This design comes from an exercise in tuning for small area, a short achievable clock period and few clock cycles per item on the open sky130 flow, not from production work. Function was checked by simulation only, so behaviour that the tests miss may differ from the original.

==> flow/design.v (outline; a module is shown in full before it is edited, if it fits) <==
// module csaFA: 10 lines
// module csaHA: 9 lines
// module peTop: 778 lines
module peTop (
	input wire clk,
	input wire rstN,
	input wire cmdValid,
	input wire [2:0] cmdOp,
	input wire [16-1:0] cmdData,
	output logic cmdReady,
	output logic outValid,
	output logic [16-1:0] outData,
	input wire outReady
);
  // ...
==> flow/flow/run.sh <==
#!/bin/bash
set -euo pipefail
MARGIN=$(cat flow/margin.txt)
bash standard.sh synth > synth.log 2>&1
bash standard.sh SETUP_SLACK_MARGIN="$MARGIN" finish > layout.log 2>&1
==> flow/flow/margin.txt <==
6.2
==> flow/standard.sh <==
#!/bin/bash
# synth_recipe.tcl (not shown) runs the flow's synth.tcl, then flattens the netlist and writes it again
# the make line also repeats each setting of config.mk as NAME=value (left out here)
make -C /OpenROAD-flow-scripts/flow DESIGN_CONFIG=/design/flow/config.mk WORK_HOME=/design/flow/orfs CLKGATE_MAP_FILE= SYNTH_SCRIPT=/design/flow/synth_recipe.tcl "${@:-finish}"
==> flow/config.mk <==
export PLATFORM = sky130hd
export DESIGN_NAME = peTop
export DESIGN_NICKNAME = peTop
export VERILOG_FILES = /design/flow/design.v
export SDC_FILE = /design/flow/constraint.sdc
export NUM_CORES = 4
export LEC_CHECK = 0
export CAP_MARGIN = 20
export CORE_MARGIN = 2
export CORE_UTILIZATION = 40
export CTS_CLUSTER_DIAMETER = 80
export CTS_CLUSTER_SIZE = 25
export SLEW_MARGIN = 20
export SYNTH_HIERARCHICAL = 1
==> flow/constraint.sdc <==
create_clock -name core_clock -period 9.0 [get_ports {clk}]
set_input_delay 1.8000 -clock core_clock [delete_from_list [all_inputs] [get_ports {clk}]]
set_output_delay 1.8000 -clock core_clock [all_outputs]
set_load 0.01 [all_outputs]
==> notes.md, run 1 <==
The flow inserted approximately 1100 tap cells. The data arrival time of the worst path came out at 1.13 ns. The synthesized-area fraction occupied by ao, oa, aoi and oai cells is 8.11%. OpenSTA, run right after detailed placement, puts the worst setup slack at around 5.3 ns. In the final layout, the multi-input gates occupy ~14000 um2. The worst hold-check slack is around 0.35 ns. The count of buffers added by post-CTS timing repair for setup came out at 20. The final hold violation count is 0. The post-route non-filler standard cell count is about 3500. The largest fanout on the critical path is 2.

The layout clock buffer count is 53. The worst path required time came out at around 7 ns. The simple-gate portion of the synthesized area came out at about 7.3%. The Yosys warning count came out at 7. The largest registers in the layout are wmem (256), bmem (128), acc (32).

The number of routed nets with antenna violations is 0. Gates resized during post-CTS repair numbered between 150 and 200. The ratio of cells with drive above 1 in the final layout is 17.6%. Measured against its own limit, the worst slew margin works out to ~30%. TritonCTS built the clock tree. The layer carrying the most global-route usage is met2. The count of clock tree sinks is 668. The type of the worst min-delay path is flop to flop. The post-synth net total came out at ~2700. During I/O placement, the number of pins put on the boundary was 41. The worst path setup slack after routing came out at around 6.1 ns. The met1 wire length is around 35 mm. The flip-flop count of the largest register, all copies and words added is 256. The flow ran to the end and the layout has no timing, DRC or antenna violations. The half-perimeter wire length of the detailed placement result is 51.3 mm. In the final layout, flip-flops and latches take up around 50% of the cell area. The highest routing layer actually used is met4.
Testbench counts, summed over its fixed seeds: cycles 7,701, results 384.
==> run 2, diff against run 1 <==
==> flow/flow/margin.txt (replaced) <==
6.4
==> run 2 against run 1 <==
Non-clock buffer count is 78 higher. Die area stayed put. Worst setup slack worse by 0.0072 ns. Critical path type unchanged. Highest routed layer unchanged.
==> notes.md, run 2 <==
The run finished with no timing, DRC or antenna violations. By count the netlist is led by 456 x sky130_fd_sc_hd__edfxtp_1, 190 x sky130_fd_sc_hd__xnor2_1, 159 x sky130_fd_sc_hd__dfxtp_1. The stage delay of the slowest cell on the critical path came out at 0.39 ns. Setup violations remaining at the end of the flow were counted as 0. The data arrival time of the worst path was 1.14 ns (about the same).

The global-route usage over all layers is a little under a fifth. The terminus of the critical flop-to-flop path is acc[31]$_DFF_P_. The register with the most flip-flops in the final layout is wmem. The path depth of the worst reg2reg path came out at 15. The count of clock tree sinks is 668 (unchanged). The unique cell type count in the Yosys netlist came out at 78. The worst path setup slack after routing came out at 6.06 ns (-0.00717 ns). The top cell types in the final layout, fill and taps aside, are 456 x sky130_fd_sc_hd__edfxtp_1, 182 x sky130_fd_sc_hd__xnor2_1, 127 x sky130_fd_sc_hd__dfxtp_1. Of all cell types, the one taking the most synthesized area is sky130_fd_sc_hd__edfxtp_1. Counting flops with a built-in enable in the synthesized netlist gives about 460. The maximum count of clock buffers along a single path is 3. The number of synthesized register bits is ~670.

The slowest stage of the critical path is the sky130_fd_sc_hd__dfrtp_1 cell. The area of the core came out at 82000 um2. For the final database, setup skew stands at 0.0502 ns. Once the floorplan was initialized, standard cells occupied between 40% and 50% of the core. The remaining global-route overflow came out at 0.

The clock root buffer is sky130_fd_sc_hd__clkbuf_16. The source of the worst register-to-register timing path is accKeep$_DFF_PN0_. The worst-case register-to-register setup slack is 6.06 ns. The async set-reset flop share out of synthesis is under 10%. The via count of the first global-routing pass was 20300. The largest fanout on the critical path is 2 (unchanged). The most common cell in the netlist is sky130_fd_sc_hd__edfxtp_1. The die covers between 80000 and 90000 um2. The flip-flop count of the largest register, all copies and words added came out at 256 (unchanged). The Yosys warning count came out at 7 (unchanged). TritonCTS built the clock tree.

The final-stage net count came out at about 2800. From synthesis to final layout, the design area changed by 14.9%. The summed instance area of the synthesized netlist came out at between 30000 and 40000 um2. The combined area of the multi-input logic cells came out at 14900 um2 (+3.9%).

In this run the worst hold path is classified as flop to flop. The largest net degree at the start of global routing came out at 69. The number of routed nets with antenna violations came out at 0 (unchanged).

The commonest non-fill, non-tap cell in the layout is sky130_fd_sc_hd__edfxtp_1. The detailed-route vias per instance came out at approximately 5.5. The upper clock frequency limit came out at between 300 and 400 MHz. The average instance area after synthesis is 13.6 um2. The number of buffer cells added on primary ports came out at 40.

After detailed routing, the average wire length per cell comes to 22.5 um. The number of cells on the critical path came out at 1. The vertical die dimension is 291 um. The initial antenna violation count is 0. The worst hold-check slack is 0.352 ns (-0.000423 ns). The remaining max-slew budget at the tightest pin came out at 29.5% (+0.27 points).

The transition time at the pin with the least slew margin came out at about 1.1 ns. The worst path required time came out at 7.20 ns (about the same). In this design, the largest share of critical-path delay is due to flip-flops. The end of the critical path is outValid. The final hold violation count came out at 0 (unchanged). The register area share after synthesis is between 50 and 60%. Setup repair after global routing could not meet its margin everywhere. In the routed design, unresolved DRC markers number 0. The post-synth net total is 2678 (unchanged).

For this run, the leading register cell type out of synthesis is sky130_fd_sc_hd__edfxtp_1. The critical path goes through buf_2. The setup slack at placement was 5.27 ns (-0.0381 ns). The max-capacitance violation count is 0. Clock latency on the worst-skew pair, taken at its later pin, is slightly above 0.6 ns. The number of buffers and inverters on the critical path came out at 1. STA classifies the critical path startpoint as a flop. The clock-pin slew reported for the worst setup and hold paths after clock tree synthesis came out at around 0.10 ns. The ratio of cells with drive above 1 in the final layout came to 24.4% (+6.8 points).

For this run, the detailed router's first-pass iteration total came to 5. In the final layout, flip-flops and latches occupy about 18000 um2. The portion of the clock cycle consumed by the worst path in the final layout is between 30% and 40%. The time the worst path needs with I/O delays and setup is around 2.9 ns.

The total wirelength of the detailed-routed design came out at 81.2 mm. The gate count after technology mapping came out at approximately 2400. The number of buffers inserted during clock tree synthesis is 38. The kind of end point of the critical path is a primary output. The synthesized design devotes to its leading area cell type between 40% and 50% of total area. The final route contains between 15000 and 20000 vias.

The largest registers in the layout are wmem (256), bmem (128), acc (32). The max-slew violation total from the final report is 0. The half-perimeter wire length of the detailed placement result was 50.5 mm (-1.5%). Ranked by total cell area, the synthesized netlist is headed by sky130_fd_sc_hd__edfxtp_1 41%, sky130_fd_sc_hd__dfxtp_1 9.6%, sky130_fd_sc_hd__mux4_2 7.6%. The summed negative setup slack over all endpoints is 0 ns. The H-tree generated during clock tree synthesis spans 2 levels. The number of primary I/O pins is 41 (unchanged). The weighted congestion at the end of routability-driven global placement is 0.863. The floorplan has 105 rows. The most critical setup path has its startpoint at outValidQ$_DFF_PN0_. The layout filler cell count came out at 7221. The critical path is of the flop to primary output type. The first global-routing pass estimated ~120 mm of wire. The violation count after the first detailed-route iteration is between 1500 and 2000. Measured along the x axis, the die boundary spans 291 um.
## run 2: cell counts after synthesis
Identical to the previous run, type by type.
## run 2: logic make-up (layout without fill, tap and decap cells)
family                   count (synthesis)  in the layout  share of synthesized area [%]
XOR/XNOR                               252            252                           6.72
multiplexers                           141            141                           8.56
flip-flops                             668            668                           55.1
adder cells (fa/ha/maj)                222            222                           11.2
buffers and inverters                  254            364                           3.05
AO/OA/AOI/OAI                          406            406                           8.11
AND/OR/NAND/NOR                        490            490                           7.31
other                                    0              1                              0
## run 2: per-layer routing
| layer | GRT usage [%] | vias to the layer above | part of all wire [%] |
|---|---|---|---|
| met5 | 0 | - | 0 |
| met4 | 4.26 | 0 | 2.0 |
| met3 | 2.25 | 102 | 4.6 |
| met2 | 32.3 | 515 | 50 |
| met1 | 25.4 | 10200 | 43 |
| li1 | - | 9007 | - |
## run 2: metrics by stage
stage | instance area [um2] | cells | util, %
finish | 38000 | 3614 | 46.3
global route | 38000 | 3613 | 46.3
CTS | 36800 | 3544 | 44.8
detailed placement | 34500 | 3418 | 42.1
global placement | 34500 | 3417 | 42.0
floorplan | 33200 | 2433 | -
## run 2: final cells by class
type,instances,area share (%)
Sequential cell,668,48.2
Multi-Input combinational cell,1511,39.3
Timing Repair Buffer,194,4.62
Tap cell,1070,3.52
Clock buffer,54,2.72
Inverter,101,1.05
Clock inverter,15,0.537
Antenna cell,1,0.00659
## run 2: per-module statistics from Yosys (local to each module, per instance)
module,cells,flops+latches,area [um2],times used
peTop,2298,668,30500,1
csaFA,1,0,20.0,114
csaHA,1,0,12.5,21
## run 2: what timing repair did
item	CTS	global route
pin swaps	53	95
cloned	4	0
setup buffers	53	69
resized for setup	231	169
hold buffers	0	0
endpoints found under the setup margin	313	164
## run 2: worst min path at each step
stage	start	end	slack, ns	depth (start not counted)
global placement	clr2$_DFF_PN0_	clr3$_DFF_PN0_	0.34	0
finish	clr2$_DFF_PN0_	clr3$_DFF_PN0_	0.35	0
global route	clr2$_DFF_PN0_	clr3$_DFF_PN0_	0.36	0
detailed placement	clr2$_DFF_PN0_	clr3$_DFF_PN0_	0.34	0
CTS	clr2$_DFF_PN0_	clr3$_DFF_PN0_	0.36	0
floorplan	bNeg2[0]$_DFF_P_	row1[0]$_DFF_P_	0.33	0
==> run 3, diff against run 2 <==
==> flow/flow/margin.txt (replaced) <==
6.0
==> run 3 against run 2 <==
Critical endpoint is now acc[31]$_DFF_P_. Highest routed layer unchanged. Register-to-register slack hardly changed. Critical path depth up 14. Worst hold slack improved by 0.0029 ns. Count of clock-buffer cells in the layout decreased by 3. Maximum frequency is 0.50% lower. Still clean on timing, DRC and antenna. First-iteration DRC count decreased by 3.5%.
==> notes.md, run 3 <==
The mean routed wirelength per cell came out at 22.4 um (-0.13%). The via count of the first global-routing pass came out at 20200 (-0.38%). The unique cell type count in the Yosys netlist came to 78 (unchanged). The vertical die dimension came out at 291 um (unchanged). The type of the worst min-delay path is flop to flop. The maximum count of clock buffers along a single path is 3 (unchanged). The average instance area after synthesis is 13.6 um2 (unchanged). The post-synthesis share of cell area spent on xor and xnor gates came out at 6.72% (unchanged).

The number of buffer cells added on primary ports is 40 (unchanged). sky130_fd_sc_hd__edfxtp_1 takes more of the synthesized area than any other cell. Ranked by total cell area, the synthesized netlist is headed by sky130_fd_sc_hd__edfxtp_1 41%, sky130_fd_sc_hd__dfxtp_1 9.6%, sky130_fd_sc_hd__mux4_2 7.6%. The summed instance area of the synthesized netlist came out at 33100 um2 (unchanged). The largest fanout on the critical path is 8 (+6). The global-route usage over all layers is 18.5% (-0.24 points). The overall die width came to 291 um (unchanged). By startpoint and endpoint, the worst setup path is classified as flop to flop. The clock root buffer is sky130_fd_sc_hd__clkbuf_16. The library cells used most frequently in the layout, excluding fill and tap cells, are 456 x sky130_fd_sc_hd__edfxtp_1, 189 x sky130_fd_sc_hd__xnor2_1, 150 x sky130_fd_sc_hd__dfxtp_1. The largest net degree at the start of global routing came to 69 (unchanged). The number of buffers inserted during clock tree synthesis is 39 (+2.6%).

The post-layout utilization of the core was 44.1% (-2.2 points). The register area share after synthesis is 55.1% (unchanged). The half-perimeter wire length of the detailed placement result was 50.5 mm (about the same). The summed area of non-filler cells in the final layout is 36200 um2 (-4.8%). The path depth of the worst reg2reg path is 15 (unchanged). After synthesis, the largest family of logic cells by area is adder cells.

The portion of the clock cycle consumed by the worst path in the final layout came out at 32.8% (+0.17 points). The data arrival time of the worst path is 3.49 ns (+2.35 ns). The time the worst path needs with I/O delays and setup was 2.96 ns (+0.0149 ns). The combined area of the multi-input logic cells came out at 14100 um2 (-5.8%).

The floorplan die area is 85000 um2 (unchanged). The max-slew violation total from the final report came out at 0 (unchanged). By instance count, the leading cell after synthesis is sky130_fd_sc_hd__edfxtp_1.

The count of clock tree sinks is 668 (unchanged). The area of the core is 82000 um2 (unchanged). The simple-gate portion of the synthesized area was 7.31% (unchanged).

The detailed-route vias per instance came out at 5.52 (+0.50%). The cell depth of the worst min-delay path came out at 0 (unchanged). The total wirelength of the detailed-routed design came out at 78.8 mm (-2.9%). The clock-pin slew reported for the worst setup and hold paths after clock tree synthesis is 0.09 ns (about the same).

The max-capacitance violation count is 0 (unchanged). The number of placement rows is 105 (unchanged). The first-pass GRT wire length is 121 mm (-1.7%). The transition time at the pin with the least slew margin is 1.11 ns (+0.0533 ns). The Yosys warning count came out at 7 (unchanged). The final-stage net count is 2660 (-3.6%).

The largest registers in the layout are wmem (256), bmem (128), acc (32). The number of H-tree levels came out at 2 (unchanged). The clock skew after layout is 0.0308 ns (-0.0194 ns). The worst register-to-register path begins at accKeep$_DFF_PN0_.

Ranked by flip-flop count, first place goes to wmem. The number of routed nets with antenna violations came out at 0 (unchanged). The flip-flop count of the largest register, all copies and words added is 256 (unchanged). The weighted congestion at the end of routability-driven global placement came to 0.904 (+4.7%).

The number of primary I/O pins was 41 (unchanged). The total vias in the final route came out at 19400 (-2.3%). The gate count after technology mapping is 2433 (unchanged). The remaining global-route overflow is 0 (unchanged). For this run, the leading register cell type out of synthesis is sky130_fd_sc_hd__edfxtp_1.

The worst-case register-to-register setup slack is 6.04 ns (about the same). The worst hold-check slack was 0.355 ns (+0.00295 ns). The top cell type's share of synthesized area came out at 41.4% (unchanged). The share of synthesized area spent on multiplexers is 8.56% (unchanged).

The initial antenna violation count is 0 (unchanged). The flow ran to the end and the layout has no timing, DRC or antenna violations. The synthesis-to-finish area growth came out at 9.36%. The number of enable-type register cells in the synthesized netlist came out at 456 (unchanged). The violation count after the first detailed-route iteration is 1550 (-3.5%). The adder-cell share of the synthesized area was 11.2% (unchanged). The summed negative setup slack over all endpoints came out at 0 ns (unchanged). The post-cts hold buffer count came to 0 (unchanged). The DRC violation count after routing is 0 (unchanged). The final count of negative-setup-slack endpoints is 0 (unchanged). The remaining max-slew budget at the tightest pin came to 25.9% (-3.6 points). The post-synth net total is 2678 (unchanged).

The commonest non-fill, non-tap cell in the layout is sky130_fd_sc_hd__edfxtp_1. The hold path endpoint is clr3$_DFF_PN0_. The beginning of the worst hold path is clr2$_DFF_PN0_. STA classifies the critical path endpoint as a flop.

The layout filler cell count was 7342 (+1.7%). The upper clock frequency limit came out at 338 MHz (-0.50%). The worst-skew pair later-pin latency is 0.61 ns (about the same).

The number of synthesized register bits is 668 (unchanged). The ratio of cells with drive above 1 in the final layout came to 13.9% (-10 points). The synthesized-area fraction occupied by ao, oa, aoi and oai cells was 8.11% (unchanged). The number of search-and-repair iterations in the first detailed-routing pass came to 5 (unchanged). Setup repair after global routing could not meet its margin everywhere. The worst register-to-register path ends at acc[31]$_DFF_P_. The final hold violation count is 0 (unchanged). The area taken by flip-flops and latches is 18200 um2 (-0.53%). The total cell area at the placement stage came out at 34400 um2 (-0.21%). The worst path required time is 9.54 ns (+2.34 ns). The worst setup path is launched from a flop.

TritonCTS built the clock tree. The async set-reset flop share out of synthesis came out at 7.93% (unchanged). The effective utilization at floorplan is 40.3% (unchanged). The number of diodes added for antenna fixing is 0 (-1). After synthesis, the most frequently instantiated cells are 456 x sky130_fd_sc_hd__edfxtp_1, 190 x sky130_fd_sc_hd__xnor2_1, 159 x sky130_fd_sc_hd__dfxtp_1.
[run 3: cell counts after synthesis]
No cell type changed its count.
[run 3: worst max-delay path, cell delays in order (launching register included)]
cell                       delay, ns
sky130_fd_sc_hd__dfrtp_2        0.44
sky130_fd_sc_hd__buf_4          0.14
sky130_fd_sc_hd__buf_6          0.13
sky130_fd_sc_hd__buf_16         0.14
sky130_fd_sc_hd__and2_4         0.14
sky130_fd_sc_hd__fa_1           0.51
sky130_fd_sc_hd__inv_2          0.04
sky130_fd_sc_hd__ha_4           0.25
sky130_fd_sc_hd__inv_2          0.04
sky130_fd_sc_hd__ha_4           0.21
sky130_fd_sc_hd__a21boi_2       0.16
sky130_fd_sc_hd__o21ai_1        0.12
sky130_fd_sc_hd__nand2b_1       0.09
sky130_fd_sc_hd__a21o_1         0.19
sky130_fd_sc_hd__a21oi_2        0.15
sky130_fd_sc_hd__xnor2_1        0.12
[run 3: how the worst max path moves through the flow]
stage | from | endpoint | slack [ns] | depth (start not counted)
floorplan | outReady | stall$_DFF_PN0_ | 5.97 | 7
detailed placement | outReady | stall$_DFF_PN0_ | 5.25 | 8
finish | accKeep$_DFF_PN0_ | acc[31]$_DFF_P_ | 6.04 | 15
CTS | outQ[12]$_DFFE_PP_ | outData[12] | 5.86 | 1
global route | accKeep$_DFF_PN0_ | acc[30]$_DFF_P_ | 5.89 | 15
global placement | outReady | stall$_DFF_PN0_ | 5.28 | 8
[run 3: area by class of cell]
type | count | share of cell area, %
Sequential cell | 668 | 50.4
Multi-Input combinational cell | 1511 | 38.9
Tap cell | 1070 | 3.70
Clock buffer | 51 | 2.88
Timing Repair Buffer | 94 | 2.19
Inverter | 101 | 1.06
Clock inverter | 20 | 0.834
[run 3: what timing repair did]
action,4_1_cts,5_1_grt
setup buffers,11,14
resized for setup,91,54
pin swaps,9,22
setup endpoints to repair,89,82
hold endpoints to repair,0,0
gates cloned,2,0
[run 3: modules after synthesis (local to each module, per instance)]
module,flops+latches,copies in the design,area [um2],cells inside
csaFA,0,114,20.0,1
peTop,668,1,30500,2298
csaHA,0,21,12.5,1
[run 3: metal layers]
metal  up-vias  part of all wire (%)  track usage [%]  wire length (um)
met4         0                   2.0             4.64              1620
met2       526                    50             32.0             39300
met5         -                     0                0                 0
met3       117                   4.8             2.71              3790
met1      9963                    43             24.5             34100
li1       8804                     -                -                 -
[run 3: cell families after synthesis]
logic type,count (synthesis)
fa+ha+maj,222
buf+inv,254
xor+xnor,252
flops,668
simple gates,490
compound gates,406
mux,141
[run 3: through the flow]
| stage | worst slack, ns | instances |
|---|---|---|
| 2_1_floorplan | 5.97 | 2433 |
| 3_3_place_gp | 5.28 | 3416 |
| 3_5_place_dp | 5.25 | 3416 |
| 4_1_cts | 5.86 | 3500 |
| 5_1_grt | 5.89 | 3515 |
| 6_report | 6.04 | 3515 |
==> run 4, diff against run 3 <==
--- a/flow/config.mk
+++ b/flow/config.mk
@@ -7,7 +7,7 @@
 export LEC_CHECK = 0
 export CAP_MARGIN = 20
 export CORE_MARGIN = 2
-export CORE_UTILIZATION = 40
+export CORE_UTILIZATION = 55
 export CTS_CLUSTER_DIAMETER = 80
 export CTS_CLUSTER_SIZE = 25
 export SLEW_MARGIN = 20
==> run 4 against run 3 <==
Still clean. Sequential share of layout area increased by 0.57 points. Critical path type unchanged. Count of clock-buffer cells in the layout grew 1. Clock skew increased by 0.022 ns. Register-to-register slack lost 0.13 ns. Maximum frequency down 4.3%. Cell area fell by 1.1%. Synthesized cell count did not move. Non-clock buffer count shrank 4. Largest cell class unchanged. Global-route usage grew 6.2 points. First-iteration DRC count shrank 3.0%.
==> notes.md, run 4 <==
The via count of the first global-routing pass was 19600 (-3.1%). The synthesis-to-finish area growth is 8.15%. The number of H-tree levels is 2 (unchanged).

The number of buffer cells added on primary ports is 40 (unchanged). The data arrival time of the worst path came out at 3.58 ns (+0.09 ns). The path class of the tightest hold or removal check is flop to flop. The prevailing post-synth register cell is sky130_fd_sc_hd__edfxtp_1. The final count of negative-setup-slack endpoints came to 0 (unchanged). Leaving out fill and tap cells, the most frequent cell in the layout is sky130_fd_sc_hd__edfxtp_1.

The final-stage net count was 2655 (-0.19%). The overall die width is 249 um (-15%). The effective utilization at floorplan is 55.8% (+15 points). The clock-pin slew reported for the worst setup and hold paths after clock tree synthesis came to 0.09 ns (about the same). The max-capacitance violation count is 0 (unchanged).

The unique cell type count in the Yosys netlist is 78 (unchanged). The path depth of the worst reg2reg path is 15 (unchanged). The number of diodes added for antenna fixing came out at 0 (unchanged). Setup repair after global routing could not meet its margin everywhere. The largest registers in the layout are wmem (256), bmem (128), acc (32).

The number of enable-type register cells in the synthesized netlist came out at 456 (unchanged). The worst path setup slack after routing is 5.91 ns (-0.134 ns). The number of placed cells counting well taps came out at 3120 (-8.7%). The layout filler cell count is 4600 (-37%). The number of routed nets with antenna violations came out at 0 (unchanged). Walking the worst path, the cells encountered are buf_12 > and2_4 > fa_1 > inv_2 > ha_4 > inv_4 > ha_4 > nor2b_4 > o21ai_2 > a21boi_2 > o21ai_1 > nand2b_1 > a21o_1 > a21oi_2 > xnor2_1. The half-perimeter wire length of the detailed placement result was 50.4 mm (-0.30%). The detailed-route vias per instance came out at 5.99 (+8.4%). The remaining global-route overflow is 0 (unchanged). The async set-reset flop share out of synthesis is 7.93% (unchanged). The area taken by flip-flops and latches is 18200 um2 (about the same). The max-slew violation total from the final report is 0 (unchanged). The worst path required time is 9.49 ns (-0.05 ns). The number of buffers inserted during clock tree synthesis is 38 (-2.6%).

The worst-skew pair later-pin latency came to 0.60 ns (about the same). The post-cts hold buffer count is 0 (unchanged). The Yosys warning count came out at 7 (unchanged). The initial antenna violation count is 0 (unchanged).

The number of primary I/O pins is 41 (unchanged). The area of the core is 59200 um2 (-28%). The largest net degree at the start of global routing is 69 (unchanged). The maximum count of clock buffers along a single path came out at 3 (unchanged). The top cell type's share of synthesized area is 41.4% (unchanged).

The stage delay of the slowest cell on the critical path came to 0.51 ns (about the same). The post-route non-filler standard cell count is 3212 (-8.6%). The summed negative setup slack over all endpoints is 0 ns (unchanged). The combined area of the multi-input logic cells came out at 14100 um2 (+0.43%).

By instance count, the cell type seen most on the critical path is sky130_fd_sc_hd__ha_4. By area the synthesized netlist is led by sky130_fd_sc_hd__edfxtp_1 41%, sky130_fd_sc_hd__dfxtp_1 9.6%, sky130_fd_sc_hd__mux4_2 7.6%. The number of synthesized register bits came out at 668 (unchanged). The total vias in the final route came out at 19200 (-0.94%).

The total wirelength of the detailed-routed design came to 77.2 mm (-2.0%). The kind of end point of the critical path is a flop. The largest fanout on the critical path is 5 (-3). The final hold violation count is 0 (unchanged). The number of placement rows came out at 89 (-15%). The average instance area after synthesis came out at 13.6 um2 (unchanged). The critical path in this run is classified as flop to flop. Leaving out fill and tap cells, the most frequent cells in the layout are 456 x sky130_fd_sc_hd__edfxtp_1, 188 x sky130_fd_sc_hd__xnor2_1, 153 x sky130_fd_sc_hd__dfxtp_1.

The floorplan die area is 62100 um2 (-27%). The gate count after technology mapping is 2433 (unchanged). The ratio of cells with drive above 1 in the final layout came to 14.2% (+0.28 points).

The type of element launching the critical path is a flop. The post-synth net total is 2678 (unchanged). The time the worst path needs with I/O delays and setup is 3.09 ns (+0.134 ns). The remaining max-slew budget at the tightest pin is 27.0% (+1.1 points). The setup slack at placement is 5.25 ns (+0.00710 ns). Ranked by flip-flop count, first place goes to wmem. The mean routed wirelength per cell is 24.0 um (+7.2%). The commonest cells after synthesis are 456 x sky130_fd_sc_hd__edfxtp_1, 190 x sky130_fd_sc_hd__xnor2_1, 159 x sky130_fd_sc_hd__dfxtp_1. The DRC violation count after routing is 0 (unchanged).

The synthesized design spends more area on one cell type than any other, namely sky130_fd_sc_hd__edfxtp_1. The flip-flop count of the largest register, all copies and words added is 256 (unchanged). The slowest stage of the critical path is the sky130_fd_sc_hd__fa_1 cell. The run finished with no timing, DRC or antenna violations. The clock skew after layout is 0.0526 ns (+0.0218 ns).

In this run the clock root is driven by a sky130_fd_sc_hd__clkbuf_16. The global-route usage over all layers is 24.7% (+6.2 points). The summed instance area of the synthesized netlist is 33100 um2 (unchanged).

The most common cell in the netlist is sky130_fd_sc_hd__edfxtp_1. The upper clock frequency limit came out at 324 MHz (-4.3%). The number of search-and-repair iterations in the first detailed-routing pass came to 6 (+1). The cell depth of the worst min-delay path is 0 (unchanged).

The first-pass GRT wire length came out at 118 mm (-2.7%). The violation count after the first detailed-route iteration came to 1504 (-3.0%). The register area share after synthesis is 55.1% (unchanged).

The transition time at the pin with the least slew margin is 1.09 ns (-0.0166 ns). The vertical die dimension is 249 um (-15%). The weighted congestion at the end of routability-driven global placement is 0.869 (-3.8%). The portion of the clock cycle consumed by the worst path in the final layout came out at 34.3% (+1.5 points). The count of clock tree sinks was 668 (unchanged). TritonCTS built the clock tree.
==> run 4: cell count changes in the layout (fill, tap and decap cells not counted), moves of 4 or more <==
cell / previous run / this run
sky130_fd_sc_hd__inv_8: 6 / 2
sky130_fd_sc_hd__buf_4: 48 / 39
sky130_fd_sc_hd__fa_1: 118 / 114
sky130_fd_sc_hd__dfrtp_1: 46 / 42
sky130_fd_sc_hd__dfrtp_2: 6 / 10
sky130_fd_sc_hd__fa_2: 5 / 9
==> run 4: area by class of cell <==
type	count	share of cell area, %
sequential	668	51.0
clock inverter	17	0.602
multi-input combinational	1511	39.5
clock buffer	52	2.82
tap	773	2.71
inverter	101	1.08
timing repair buffer	90	2.30
==> run 4: per-stage QoR <==
stage | utilization [%] | hold WS (ns) | area, um2
after floorplan | - | 0.329 | 33100
after global placement | 57.5 | 0.335 | 34000
after detailed placement | 57.5 | 0.347 | 34100
after CTS | 59.6 | 0.369 | 35300
after global routing | 60.4 | 0.402 | 35800
final | 60.4 | 0.367 | 35800
==> run 4: cells by family after synthesis <==
group | Yosys count | synth area share (%)
muxes | 141 | 8.56
and+or+nand+nor | 490 | 7.31
adders and majority gates | 222 | 11.2
AOI/OAI and AO/OA | 406 | 8.11
DFF | 668 | 55.1
xor gates and xnor gates | 252 | 6.72
buffers and inverters | 254 | 3.05
==> run 4: per-module statistics from Yosys, one instance, submodules excluded <==
module  cells  times used  cell area (um2)
csaFA       1         114             20.0
csaHA       1          21             12.5
peTop    2298           1            30500
==> run 4: repair_timing <==
item	in CTS	in global routing
pin swaps	4	31
setup endpoints to repair	125	64
gates cloned	1	2
gates resized for setup	97	70
setup buffers	6	13
==> run 4: worst max-delay path: cells and delay by family, from the launching register on <==
family                   cells  cell delay [ns]
AO/OA/AOI/OAI                5             0.75
adder cells (fa/ha/maj)      3             0.99
XOR/XNOR                     1             0.13
AND/OR/NAND/NOR              3             0.37
buffers and inverters        3             0.25
flip-flops                   1             0.47
==> run 4: routing by layer <==
layer / vias up / track usage [%] / wire length [um]
met5: - / 0 / 0
li1: 8792 / - / -
met4: 0 / 5.52 / 1340
met1: 9939 / 34.4 / 34300
met3: 75 / 2.95 / 3120
met2: 422 / 42.0 / 38400
==> run 4: final timing paths <==
kind | start | endpoint | slack, ns
worst max-delay path | accKeep$_DFF_PN0_ | acc[31]$_DFF_P_ | 5.91
worst min-delay path | clr2$_DFF_PN0_ | clr3$_DFF_PN0_ | 0.37
worst max register to register | accKeep$_DFF_PN0_ | acc[31]$_DFF_P_ | 5.91
worst min register to register | clr2$_DFF_PN0_ | clr3$_DFF_PN0_ | 0.37
max in group asynchronous | rstN | wRd[0]$_DFFE_PN0P_ | 7.15
min in group asynchronous | rstN | bCnt[3]$_DFF_PN0_ | 1.30
==> run 5, diff against run 4 <==
--- a/flow/config.mk
+++ b/flow/config.mk
@@ -7,8 +7,8 @@
 export LEC_CHECK = 0
 export CAP_MARGIN = 20
 export CORE_MARGIN = 2
-export CORE_UTILIZATION = 55
-export CTS_CLUSTER_DIAMETER = 80
-export CTS_CLUSTER_SIZE = 25
+export CORE_UTILIZATION = 40
+export CTS_CLUSTER_DIAMETER = 100
+export CTS_CLUSTER_SIZE = 32
 export SLEW_MARGIN = 20
 export SYNTH_HIERARCHICAL = 1
==> run 5 against run 4 <==
Clock skew is 0.0081 ns higher. Register-to-register slack better by 0.14 ns. First-iteration DRC count is 2.4% higher. Worst setup slack better by 0.10 ns. Critical path depth is 14 lower. Routed wire length is 1.1% higher. Largest cell class unchanged. Highest routed layer unchanged.
==> notes.md, run 5 <==
The summed negative setup slack over all endpoints came out at 0 ns (unchanged). The maximum count of clock buffers along a single path is 3 (unchanged). In the post-synthesis netlist, the cell with the most instances is sky130_fd_sc_hd__edfxtp_1. The via count of the first global-routing pass came out at 20100 (+2.5%).

After synthesis, the largest family of logic cells by area is adder cells. On the critical path the largest part of the delay comes from flip-flops. The half-perimeter wire length of the detailed placement result is 50.5 mm (+0.30%). The clock root buffer is sky130_fd_sc_hd__clkbuf_16.

The time the worst path needs with I/O delays and setup came out at 2.99 ns (-0.103 ns). The library cell occupying the most area in the post-synthesis netlist is sky130_fd_sc_hd__edfxtp_1. The number of placement rows came to 105 (+18%).

The share of synthesized area spent on multiplexers came out at 8.56% (unchanged). Setup repair after global routing could not meet its margin everywhere. The layout filler cell count was 7348 (+60%). The clock tree from TritonCTS is done. The gate count after technology mapping came out at 2433 (unchanged). The total vias in the final route came to 19400 (+0.74%). The first-pass GRT wire length was 120 mm (+1.9%).

The adder-cell share of the synthesized area is 11.2% (unchanged). The number of routed nets with antenna violations is 0 (unchanged). The ratio of cells with drive above 1 in the final layout is 14.0% (-0.25 points). The largest fanout on the critical path came to 1 (-4). By count the netlist is led by 456 x sky130_fd_sc_hd__edfxtp_1, 190 x sky130_fd_sc_hd__xnor2_1, 159 x sky130_fd_sc_hd__dfxtp_1.

The average instance area after synthesis is 13.6 um2 (unchanged). The max-slew violation total from the final report is 0 (unchanged). The post-synth net total was 2678 (unchanged). The register area share after synthesis is 55.1% (unchanged). The area of the core came out at 82000 um2 (+38%). The total wirelength of the detailed-routed design is 78.1 mm (+1.1%). The summed area of non-filler cells in the final layout came to 35800 um2 (about the same). The floorplan die area came to 85000 um2 (+37%).

The count of clock tree sinks came to 668 (unchanged). The number of H-tree levels came out at 1 (-1). The detailed-route vias per instance is 5.54 (-7.4%). The largest registers in the layout are wmem (256), bmem (128), acc (32). The transition time at the pin with the least slew margin is 1.14 ns (+0.0426 ns). The Yosys warning count came out at 7 (unchanged).

The number of enable-type register cells in the synthesized netlist is 456 (unchanged). The simple-gate portion of the synthesized area came out at 7.31% (unchanged). The flow ran to the end and the layout has no timing, DRC or antenna violations. Ranked by total cell area, the synthesized netlist is headed by sky130_fd_sc_hd__edfxtp_1 41%, sky130_fd_sc_hd__dfxtp_1 9.6%, sky130_fd_sc_hd__mux4_2 7.6%. The synthesized-area fraction occupied by ao, oa, aoi and oai cells came out at 8.11% (unchanged). The synthesis-to-finish area growth is 8.25% (about the same).

The area taken by flip-flops and latches came to 18200 um2 (about the same). The overall die width came out at 291 um (+17%). The worst path required time is 7.20 ns (-2.29 ns). The total cell area at the placement stage came out at 34400 um2 (+1.1%). The largest net degree at the start of global routing came out at 69 (unchanged). The stage delay of the slowest cell on the critical path came out at 0.38 ns (-0.13 ns).

The number of buffer cells added on primary ports came out at 40 (unchanged). The final count of negative-setup-slack endpoints is 0 (unchanged). The final-stage net count was 2649 (-0.23%). The number of search-and-repair iterations in the first detailed-routing pass came out at 5 (-1). The number of synthesized register bits came to 668 (unchanged). The weighted congestion at the end of routability-driven global placement is 0.904 (+4.0%). The unique cell type count in the Yosys netlist came to 78 (unchanged). The number of diodes added for antenna fixing came out at 0 (unchanged). The flip-flop count of the largest register, all copies and words added came to 256 (unchanged). The remaining max-slew budget at the tightest pin came out at 24.2% (-2.8 points). Leaving out fill and tap cells, the most frequent cell in the layout is sky130_fd_sc_hd__edfxtp_1.

The worst hold-check slack came to 0.363 ns (-0.00369 ns). wmem holds more flip-flops than any other register. The global-route usage over all layers came out at 18.3% (-6.4 points).

The summed instance area of the synthesized netlist came out at 33100 um2 (unchanged). The mean routed wirelength per cell came out at 22.3 um (-7.1%). The combined area of the multi-input logic cells came to 14100 um2 (-0.25%). The post-cts hold buffer count is 0 (unchanged). The initial antenna violation count is 0 (unchanged). The top cell type's share of synthesized area was 41.4% (unchanged). The portion of the clock cycle consumed by the worst path in the final layout was 33.2% (-1.1 points). The effective utilization at floorplan came out at 40.3% (-15 points). The max-capacitance violation count is 0 (unchanged). The upper clock frequency limit came out at 335 MHz (+3.5%). The async set-reset flop share out of synthesis is 7.93% (unchanged). The final hold violation count is 0 (unchanged). The remaining global-route overflow is 0 (unchanged). The DRC violation count after routing was 0 (unchanged). The setup slack at placement was 5.25 ns (-0.00710 ns). The number of buffers inserted during clock tree synthesis came out at 28 (-26%). The post-layout utilization of the core is 43.7% (-17 points). The most used flip-flop cell after synthesis is sky130_fd_sc_hd__edfxtp_1. The number of primary I/O pins came out at 41 (unchanged). In the layout the commonest cells are 456 x sky130_fd_sc_hd__edfxtp_1, 189 x sky130_fd_sc_hd__xnor2_1, 144 x sky130_fd_sc_hd__dfxtp_1.

The worst-skew pair later-pin latency is 0.67 ns (+0.07 ns). The largest individual stage delay along the critical path comes from the cell sky130_fd_sc_hd__dfrtp_1. The worst path setup slack after routing came out at 6.01 ns (+0.103 ns). The clock-pin slew reported for the worst setup and hold paths after clock tree synthesis came out at 0.12 ns (+0.03 ns). The type of element launching the critical path is a flop. STA classifies the critical path endpoint as a primary output.

The post-synthesis share of cell area spent on xor and xnor gates is 6.72% (unchanged). The clock skew after layout is 0.0608 ns (+0.00814 ns). The worst setup path is of the flop to primary output kind. The data arrival time of the worst path came out at 1.19 ns (-2.39 ns). The violation count after the first detailed-route iteration came out at 1540 (+2.4%). The vertical die dimension came out at 291 um (+17%).

Walking the worst path, the cells encountered are buf_2. The number of buffers and inverters on the critical path came out at 1 (-2). The type of the worst min-delay path is flop to flop.
run 5: final timing paths:
| path | from | endpoint | slack, ns | depth (start not counted) |
|---|---|---|---|---|
| setup / recovery | rdyQ$_DFF_PN0_ | cmdReady | 6.01 | 1 |
| hold reg to reg | clr2$_DFF_PN0_ | clr3$_DFF_PN0_ | 0.36 | 0 |
| min in group asynchronous | rstN | bCnt[1]$_DFF_PN0_ | 1.22 | 2 |
| hold / removal | clr2$_DFF_PN0_ | clr3$_DFF_PN0_ | 0.36 | 0 |
| setup reg to reg | accKeep$_DFF_PN0_ | acc[31]$_DFF_P_ | 6.05 | 15 |
| max in group asynchronous | rstN | accKeep$_DFF_PN0_ | 7.24 | 2 |
run 5: final cells by class:
| type | count | area share [%] |
|---|---|---|
| Sequential cell | 668 | 51.0 |
| Multi-Input combinational cell | 1511 | 39.4 |
| Tap cell | 1070 | 3.74 |
| Timing Repair Buffer | 94 | 2.20 |
| Clock buffer | 40 | 2.08 |
| Inverter | 101 | 1.07 |
| Clock inverter | 12 | 0.552 |
run 5: logic make-up (layout without fill, tap and decap cells):
group	after synthesis	after routing
DFF	668	668
and+or+nand+nor	490	490
AOI/OAI and AO/OA	406	406
buffers and inverters	254	247
xor gates and xnor gates	252	252
adders and majority gates	222	222
muxes	141	141
run 5: routing by layer:
layer	GRT usage, %	routed length (um)	vias to the layer above
met5	0	0	-
li1	-	-	8769
met2	31.9	39300	561
met1	24.5	33500	9933
met4	4.25	1640	0
met3	1.94	3650	108
run 5: Yosys stat by module (local to each module, per instance):
module  times used  flip-flops and latches  cells inside
peTop            1                     668          2298
csaFA          114                       0             1
csaHA           21                       0             1
run 5: timing repair:
action	in CTS	in global routing
hold endpoints to repair	0	0
resized for setup	99	66
cloned	2	0
setup endpoints to repair	89	81
pin swaps	5	32
buffers inserted	11	15
run 5: stage by stage:
stage,cells
2_1_floorplan,2433
3_3_place_gp,3416
3_5_place_dp,3416
4_1_cts,3481
5_1_grt,3496
6_report,3496
==> run 6, diff against run 5 <==
--- a/flow/config.mk
+++ b/flow/config.mk
@@ -8,7 +8,7 @@
 export CAP_MARGIN = 20
 export CORE_MARGIN = 2
 export CORE_UTILIZATION = 40
-export CTS_CLUSTER_DIAMETER = 100
-export CTS_CLUSTER_SIZE = 32
+export CTS_CLUSTER_DIAMETER = 90
+export CTS_CLUSTER_SIZE = 28
 export SLEW_MARGIN = 20
 export SYNTH_HIERARCHICAL = 1
==> run 6 against run 5 <==
Clock skew up 0.0089 ns. Sequential share of layout area down 0.15 points. Critical path depth unchanged. Register-to-register slack better by 0.05 ns.
==> notes.md, run 6 <==
The simple-gate portion of the synthesized area is 7.31% (unchanged). The area of the core came to 82000 um2 (unchanged). The number of buffer cells added on primary ports is 40 (unchanged). In the final layout, the registers with the most flip-flops are wmem (256), bmem (128), acc (32).

The summed instance area of the synthesized netlist is 33100 um2 (unchanged). Among all cell types in the netlist, the one instantiated most often is sky130_fd_sc_hd__edfxtp_1. The final-stage net count came out at 2653 (+0.15%). The clock-pin slew reported for the worst setup and hold paths after clock tree synthesis is 0.10 ns (-0.02 ns). The DRC violation count after routing is 0 (unchanged). The first-pass GRT wire length is 121 mm (+0.32%). The cell family contributing the most delay on the critical path is flip-flops. The clock root buffer is sky130_fd_sc_hd__clkbuf_16. The commonest non-fill, non-tap cell in the layout is sky130_fd_sc_hd__edfxtp_1. The stage delay of the slowest cell on the critical path came out at 0.38 ns (about the same). The mean routed wirelength per cell is 22.4 um (+0.23%). The largest net degree at the start of global routing was 69 (unchanged). The most critical setup path has its startpoint at rdyQ$_DFF_PN0_. The total wirelength of the detailed-routed design is 78.4 mm (+0.43%). The synthesized-area fraction occupied by ao, oa, aoi and oai cells is 8.11% (unchanged). The post-layout utilization of the core is 43.8% (+0.13 points). The number of routed nets with antenna violations is 0 (unchanged). The effective utilization at floorplan is 40.3% (unchanged).

The slowest stage of the critical path belongs to the cell sky130_fd_sc_hd__dfrtp_1. The cell depth of the worst min-delay path is 0 (unchanged). The biggest area contributor in the post-synthesis netlist is sky130_fd_sc_hd__edfxtp_1. The via count of the first global-routing pass is 20200 (+0.35%). The time the worst path needs with I/O delays and setup was 2.92 ns (-0.0686 ns).

The signal on the critical path passes through buf_2. The violation count after the first detailed-route iteration came out at 1454 (-5.6%). The number of cells on the critical path came out at 1 (unchanged).

The transition time at the pin with the least slew margin came out at 1.14 ns (-0.00209 ns). The number of diodes added for antenna fixing was 0 (unchanged). The average instance area after synthesis came out at 13.6 um2 (unchanged). The post-synth net total came out at 2678 (unchanged). The total vias in the final route is 19400 (+0.15%).

Sorting the synthesized cells by how often they occur yields 456 x sky130_fd_sc_hd__edfxtp_1, 190 x sky130_fd_sc_hd__xnor2_1, 159 x sky130_fd_sc_hd__dfxtp_1. The kind of critical path is flop to primary output. The kind of end point of the critical path is a primary output.

Leaving out fill and tap cells, the most frequent cells in the layout are 456 x sky130_fd_sc_hd__edfxtp_1, 189 x sky130_fd_sc_hd__xnor2_1, 146 x sky130_fd_sc_hd__dfxtp_1. The max-capacitance violation count was 0 (unchanged). The summed negative setup slack over all endpoints came out at 0 ns (unchanged). wmem holds more flip-flops than any other register. The top cell type's share of synthesized area was 41.4% (unchanged). The largest fanout on the critical path is 1 (unchanged). After synthesis, the largest family of logic cells by area is adder cells. The number of synthesized register bits came out at 668 (unchanged).

The path depth of the worst reg2reg path was 5 (-10). The data arrival time of the worst path came to 1.12 ns (-0.07 ns). The remaining max-slew budget at the tightest pin is 24.3% (+0.14 points). The run finished with no timing, DRC or antenna violations.

The final hold violation count was 0 (unchanged). The worst-skew pair later-pin latency came out at 0.61 ns (-0.06 ns). The final count of negative-setup-slack endpoints was 0 (unchanged).

The register area share after synthesis came out at 55.1% (unchanged). The remaining global-route overflow was 0 (unchanged). The number of buffers inserted during clock tree synthesis came out at 34 (+21%). The number of placed cells counting well taps was 3416 (unchanged).

The initial antenna violation count is 0 (unchanged). The clock skew after layout came to 0.0696 ns (+0.00887 ns). The vertical die dimension is 291 um (unchanged).

The setup slack at placement came out at 5.25 ns (unchanged). The number of primary I/O pins was 41 (unchanged). The global-route usage over all layers came out at 18.4% (+0.13 points).

The clock tree from TritonCTS is done. The upper clock frequency limit came out at 343 MHz (+2.4%). The weighted congestion at the end of routability-driven global placement was 0.904 (unchanged). The portion of the clock cycle consumed by the worst path in the final layout was 32.4% (-0.76 points). The post-route non-filler standard cell count came out at 3503 (+0.20%). The detailed-route vias per instance came out at 5.54 (about the same).

The worst hold path begins at clr2$_DFF_PN0_. The gate count after technology mapping was 2433 (unchanged).

The ratio of cells with drive above 1 in the final layout came to 13.8% (-0.20 points). The count of clock tree sinks is 668 (unchanged). Setup repair after global routing could not meet its margin everywhere.

The max-slew violation total from the final report came to 0 (unchanged). The number of search-and-repair iterations in the first detailed-routing pass came out at 5 (unchanged). The unique cell type count in the Yosys netlist was 78 (unchanged). The worst register-to-register path begins at bTwo2[3]$_DFF_P_. The number of H-tree levels came out at 2 (+1). In the synthesized netlist the dominant register cell turns out to be sky130_fd_sc_hd__edfxtp_1. The maximum count of clock buffers along a single path is 3 (unchanged).

The worst path setup slack after routing is 6.08 ns (+0.0686 ns). The worst-case register-to-register setup slack came out at 6.10 ns (+0.05 ns). The type of element launching the critical path is a flop. Sorting the synthesized cells by area gives the leading types as sky130_fd_sc_hd__edfxtp_1 41%, sky130_fd_sc_hd__dfxtp_1 9.6%, sky130_fd_sc_hd__mux4_2 7.6%. The tightest min-delay check is of the flop to flop type. The layout filler cell count is 7364 (+0.22%). The overall die width is 291 um (unchanged). The worst path required time was 7.20 ns (about the same). The share of synthesized area spent on multiplexers is 8.56% (unchanged). The total cell area at the placement stage is 34400 um2 (unchanged). The flip-flop count of the largest register, all copies and words added came out at 256 (unchanged).

The async set-reset flop share out of synthesis was 7.93% (unchanged). The adder-cell share of the synthesized area is 11.2% (unchanged). The Yosys warning count is 7 (unchanged).

The number of placement rows came out at 105 (unchanged). The floorplan die area came out at 85000 um2 (unchanged). The number of buffers and inverters on the critical path is 1 (unchanged).

The summed area of non-filler cells in the final layout came out at 35900 um2 (+0.29%). The synthesis-to-finish area growth is 8.56%. The half-perimeter wire length of the detailed placement result came out at 50.5 mm (unchanged). The number of enable-type register cells in the synthesized netlist came out at 456 (unchanged). The post-synthesis share of cell area spent on xor and xnor gates is 6.72% (unchanged).
run 6: through the flow:
| stage | hold slack (ns) |
|---|---|
| detailed placement | 0.336 |
| finish | 0.359 |
| global placement | 0.338 |
| global route | 0.368 |
| CTS | 0.360 |
| floorplan | 0.329 |
run 6: cell families after synthesis:
kind of cell,count (synthesis)
mux,141
simple gates,490
compound gates,406
xor+xnor,252
buf+inv,254
flops,668
fa+ha+maj,222
run 6: metal layers:
| layer | vias up | GRT usage [%] | wire, um | share of wire [%] |
|---|---|---|---|---|
| li1 | 8789 | - | - | - |
| met1 | 9968 | 24.5 | 33500 | 43 |
| met2 | 539 | 31.9 | 39400 | 50 |
| met3 | 104 | 2.32 | 3970 | 5.1 |
| met4 | 0 | 4.61 | 1600 | 2.0 |
| met5 | - | 0 | 0 | 0 |
run 6: modules after synthesis, one instance, submodules excluded:
module | times used | flip-flops and latches | area (um2)
peTop | 1 | 668 | 30500
csaFA | 114 | 0 | 20.0
csaHA | 21 | 0 | 12.5
run 6: layout make-up:
| type | count | area (um2) | share of cell area, % |
|---|---|---|---|
| Clock buffer | 49 | 911 | 2.54 |
| Timing Repair Buffer | 92 | 781 | 2.18 |
| Multi-Input combinational cell | 1511 | 14100 | 39.2 |
| Inverter | 101 | 384 | 1.07 |
| Sequential cell | 668 | 18200 | 50.8 |
| Clock inverter | 12 | 179 | 0.499 |
| Tap cell | 1070 | 1340 | 3.73 |
run 6: worst paths after layout:
path	to
worst max-delay path	cmdReady
worst min-delay path	clr3$_DFF_PN0_
worst max register to register	row2[21]$_DFF_P_
worst min register to register	clr3$_DFF_PN0_
max in group asynchronous	accKeep$_DFF_PN0_
min in group asynchronous	bCnt[1]$_DFF_PN0_
run 6: timing repair:
action	in CTS	in global routing
cloned	2	0
pin swaps	5	17
resized for setup	94	61
setup buffers	10	13
hold buffers	0	0
endpoints found under the setup margin	89	88
endpoints found under the hold margin	0	0

==> port drivers added, routing unchanged <==
Ports are ideal in the flow. The routed layouts listed here were re-timed in OpenROAD.
Step 1, drivers: a clkbuf_16 drives clk and a buf_2 each remaining input, both assumed.
Step 2 times the ports against the registers' clock, not the clock port: input delays grow and output delays shrink by t, the midpoint of the rising clock arrivals with the driver on.
a / b / c = no drivers / after step 1 / after step 2; a / b = the first two.
run	t, ns	setup slack, ns	pins driven straight from the clock port
run 1	0.655	6.066 / 6.001 / 5.646	1
run 2	0.649	6.059 / 5.999 / 5.861	1
run 3	0.659	6.044 / 5.984 / 5.503	1
run 4	0.642	5.910 / 5.910 / 5.504	1
run 5	0.702	6.013 / 5.950 / 5.531	1
run 6	0.639	6.082 / 6.017 / 5.638	1
After both steps setup and hold are still met in every run listed. For run 3, which loses most, drivers alone change the setup slack by -0.060 ns; drivers and shift together by -0.541 ns.
